This design comes from an exercise in tuning for small area, a short achievable clock period and few clock cycles per item on the open sky130 flow, not from production work.
The RTL was checked by simulation tests, not by an equivalence proof against the original design.

==> inputs of cedar <==
Design sbox_subbytes_pipe, start of the top module:
module sbox_subbytes_pipe
#(
   parameter int N_BYTES = 16
) (
   input  logic                 clk,
   input  logic                 rst_n,
   input  logic                 in_valid,
   output logic                 in_ready,
   input  logic [8*N_BYTES-1:0] in_data,
   input  logic                 in_inv,
   output logic                 out_valid,
   input  logic                 out_ready,
   output logic [8*N_BYTES-1:0] out_data,
   output logic                 out_inv,
   output logic                 busy
);
export LEC_CHECK = 0
export ABC_AREA = 1
export CAP_MARGIN = 20
export CELL_PAD_IN_SITES_DETAIL_PLACEMENT = 0
export CELL_PAD_IN_SITES_GLOBAL_PLACEMENT = 1
export CORE_MARGIN = 2
export CORE_UTILIZATION = 60
export CTS_CLUSTER_DIAMETER = 100
export CTS_CLUSTER_SIZE = 30
export PLACE_DENSITY = 0.7
export SETUP_SLACK_MARGIN = 2.05
export SLEW_MARGIN = 20
create_clock -name core_clock -period 5.0 [get_ports {clk}]
standard.sh (not shown) runs the stock make flow with config.mk's settings and CLKGATE_MAP_FILE= SYNTH_SCRIPT=/design/flow/synth_recipe.tcl, a recipe that flattens the netlist after the stock synthesis.
==> flow/flow/run.sh <==
#!/bin/bash
# Own flow: the standard layout (standard.sh) with two changes:
#  - synthesis maps the logic with flow/abc.script in place of ORFS's abc_area.script
#    (registers, flattening and renaming are the standard synthesis's);
#  - the port buffers that the standard flow inserts are sky130_fd_sc_hd__buf_2 cells
#    instead of the tool's default pick.
# Each step's full output goes to its own log file in this folder.
set -euo pipefail
cd "$(dirname "$0")/.."
rm -rf myscripts
cp -r "$FLOW_HOME/scripts" myscripts
cp flow/abc.script myscripts/abc_area.script
bash standard.sh SCRIPTS_DIR="$PWD/myscripts" synth > synth.log 2>&1
bash standard.sh BUFFER_PORTS_ARGS="-buffer_cell sky130_fd_sc_hd__buf_2" finish > layout.log 2>&1
==> flow/flow/abc.script <==
strash
&get -n
&dch -f
&nf -R 1000
&put
topo
stime -c
buffer -c
upsize -c
dnsize -c
==> inputs of indigo, as changes to cedar <==
--- a/flow/design.v
+++ b/flow/design.v
@@ -166,17 +166,17 @@
    assign cut_out[7] = w_T6;
    assign cut_out[8] = w_M37;
    assign cut_out[9] = w_M38;
    assign cut_out[10] = w_M39;
    assign cut_out[11] = w_M40;
 endmodule
 module sbox_lane_s3 (
    input  logic [11:0] cut,
-   output logic [7:0] held
+   output logic [7:0] fwd_byte
 );
    wire w_r_T27 = cut[0];
    wire w_r_T4 = cut[1];
    wire w_r_U7 = cut[2];
    wire w_r_T20 = cut[3];
    wire w_r_T10 = cut[4];
    wire w_r_T1 = cut[5];
    wire w_r_T3 = cut[6];
@@ -273,38 +273,38 @@
    wire w_S2 = ~(w_L19 ^ w_L28);
    wire w_L16 = w_M56 ^ w_L0;
    wire w_L9 = w_M52 ^ w_M53;
    wire w_L26 = w_L7 ^ w_L9;
    wire w_S1 = ~(w_L16 ^ w_L26);
    wire w_L15 = w_M55 ^ w_L1;
    wire w_L24 = w_L15 ^ w_L9;
    wire w_S0 = w_L6 ^ w_L24;
-   assign held[0] = w_S7;
-   assign held[1] = w_S6;
-   assign held[2] = w_S5;
-   assign held[3] = w_S4;
-   assign held[4] = w_S3;
-   assign held[5] = w_S2;
-   assign held[6] = w_S1;
-   assign held[7] = w_S0;
+   assign fwd_byte[0] = w_S7;
+   assign fwd_byte[1] = w_S6;
+   assign fwd_byte[2] = w_S5;
+   assign fwd_byte[3] = w_S4;
+   assign fwd_byte[4] = w_S3;
+   assign fwd_byte[5] = w_S2;
+   assign fwd_byte[6] = w_S1;
+   assign fwd_byte[7] = w_S0;
 endmodule
 module sbox_lane_out (
-   input  logic [7:0] held,
+   input  logic [7:0] fwd_byte,
    input  logic       inv,
    output logic [7:0] out_byte
 );
-   wire w_S7 = held[0];
-   wire w_S6 = held[1];
-   wire w_S5 = held[2];
-   wire w_S4 = held[3];
-   wire w_S3 = held[4];
-   wire w_S2 = held[5];
-   wire w_S1 = held[6];
-   wire w_S0 = held[7];
+   wire w_S7 = fwd_byte[0];
+   wire w_S6 = fwd_byte[1];
+   wire w_S5 = fwd_byte[2];
+   wire w_S4 = fwd_byte[3];
+   wire w_S3 = fwd_byte[4];
+   wire w_S2 = fwd_byte[5];
+   wire w_S1 = fwd_byte[6];
+   wire w_S0 = fwd_byte[7];
    wire w_invq = inv;
    wire w_s7 = w_S0;
    wire w_s2 = w_S5;
    wire w_s5 = w_S2;
    wire w_zi1 = w_s2 ^ w_s5;
    wire w_zi9 = w_s7 ^ w_zi1;
    wire w_z0 = ~w_zi9;
    wire w_o0 = w_invq ? w_z0 : w_S7;
@@ -360,41 +360,40 @@
    input  logic                 out_ready,
    output logic [8*N_BYTES-1:0] out_data,
    output logic                 out_inv,
    output logic                 busy
 );
    localparam int DW = 8*N_BYTES;
    localparam int NA = 8;    
    localparam int NB = 12;    
-   localparam int NS = 8;    
    logic                  vld0_q, vld1_q, vld2_q;
    logic                  inv0_q, inv1_q, inv2_q;
    logic [N_BYTES*NA-1:0] a_d, a_q;
    logic [N_BYTES*NB-1:0] b_d, b_q;
-   logic [N_BYTES*NS-1:0] sub_d, sub_q;
+   logic [DW-1:0]         sub_d, sub_q;
    logic                  adv;
    assign adv = !vld2_q || out_ready;
    generate
       for (genvar i = 0; i < N_BYTES; i++) begin : g_lane
          sbox_lane_s1 u_s1 (
             .in_byte (in_data[8*i +: 8]),
             .inv     (in_inv),
             .cut     (a_d[NA*i +: NA])
          );
          sbox_lane_s2 u_s2 (
             .cut_in  (a_q[NA*i +: NA]),
             .cut_out (b_d[NB*i +: NB])
          );
          sbox_lane_s3 u_s3 (
             .cut      (b_q[NB*i +: NB]),
-            .held     (sub_d[NS*i +: NS])
+            .fwd_byte (sub_d[8*i +: 8])
          );
          sbox_lane_out u_out (
-            .held     (sub_q[NS*i +: NS]),
+            .fwd_byte (sub_q[8*i +: 8]),
             .inv      (inv2_q),
             .out_byte (out_data[8*i +: 8])
          );
       end
    endgenerate
    always_ff @(posedge clk) begin
       if (!rst_n) begin
          vld0_q <= 1'b0;
==> flow/flow/abc.script (replaced) <==
strash
dch
map -D 3000
topo
stime -c
buffer -c
upsize -c
dnsize -c
- CORE_UTILIZATION: 60 -> 50
- CTS_CLUSTER_DIAMETER: 100 -> 80
- CTS_CLUSTER_SIZE: 30 -> 24
- PLACE_DENSITY: 0.7 -> 0.62
- SETUP_SLACK_MARGIN: 2.05 -> 2.0
==> notes <==
- Critical path depth is the same in cedar and indigo.
- Against indigo, the cell area of cedar is lower by 3.9%.
- Non-clock buffer count: indigo is higher than cedar (5).
- In sequential cell count, cedar and indigo do not differ.
- Against cedar, the worst setup slack of indigo is lower by 27 ps.
==> figures <==
Run status: indigo complete, no violations; cedar complete, no violations
Actual slew at the worst max-slew pin: indigo 895 ps; cedar 1030 ps
Comb_multi_in: indigo 3190; cedar 2966
Critical path buffers and inverters: indigo 3; cedar 2
Clock buf/inv share: indigo 2.58%; cedar 1.58%
Routability congestion estimate from global placement: indigo 0.842; cedar 0.891
Post-detailed-route wirelength per cell: indigo 13.8 um; cedar 14.5 um
Proportion of cell area occupied by registers: indigo 32.7%; cedar 34.0%
Sequential area share after synthesis: indigo 35.3%; cedar 36.0%
Most repeated cell in the gate-level netlist after synthesis: indigo sky130_fd_sc_hd__xor2_1; cedar sky130_fd_sc_hd__xnor2_1
Yosys top cell area share: indigo 35.2%; cedar 35.8%
Minimum setup slack among reg-to-reg paths: indigo 2540 ps; cedar 2570 ps
Testbench counts of cedar, summed over its fixed seeds: cycles 8,024, items 8,000.
Testbench counts of indigo, summed over its fixed seeds: cycles 8,024, items 8,000.

==> separate check: timing with driven ports <==
In the flow no input, the clock included, has a driving cell. The finished layouts below were timed again as built, in two steps. Step 1, drivers: a clkbuf_16 drives clk and a buf_2 each remaining input, both assumed. Step 2 adds t to the input delays and takes it off the output delays; t is the mean of the earliest and latest rising clock arrival at the registers after step 1. Input paths then give back, and output paths get back, about the clock's delay inside the block. Three values: ideal, step 1, step 2; two values: the first two.
run	t, ns	slack for setup (ns)	latest minus earliest clock arrival (ns)	worst slew at a driven data input, ns	cell pins on the clock port's net
cedar	0.617	2.087 / 2.025 / 1.792	0.033 / 0.033	0.14	1
indigo	0.682	2.060 / 1.994 / 1.863	0.025 / 0.025	0.11	1
After both steps every run listed still meets setup and hold. The setup slack of cedar, which loses most, moves by -0.062 ns with the drivers and by -0.295 ns with both steps.
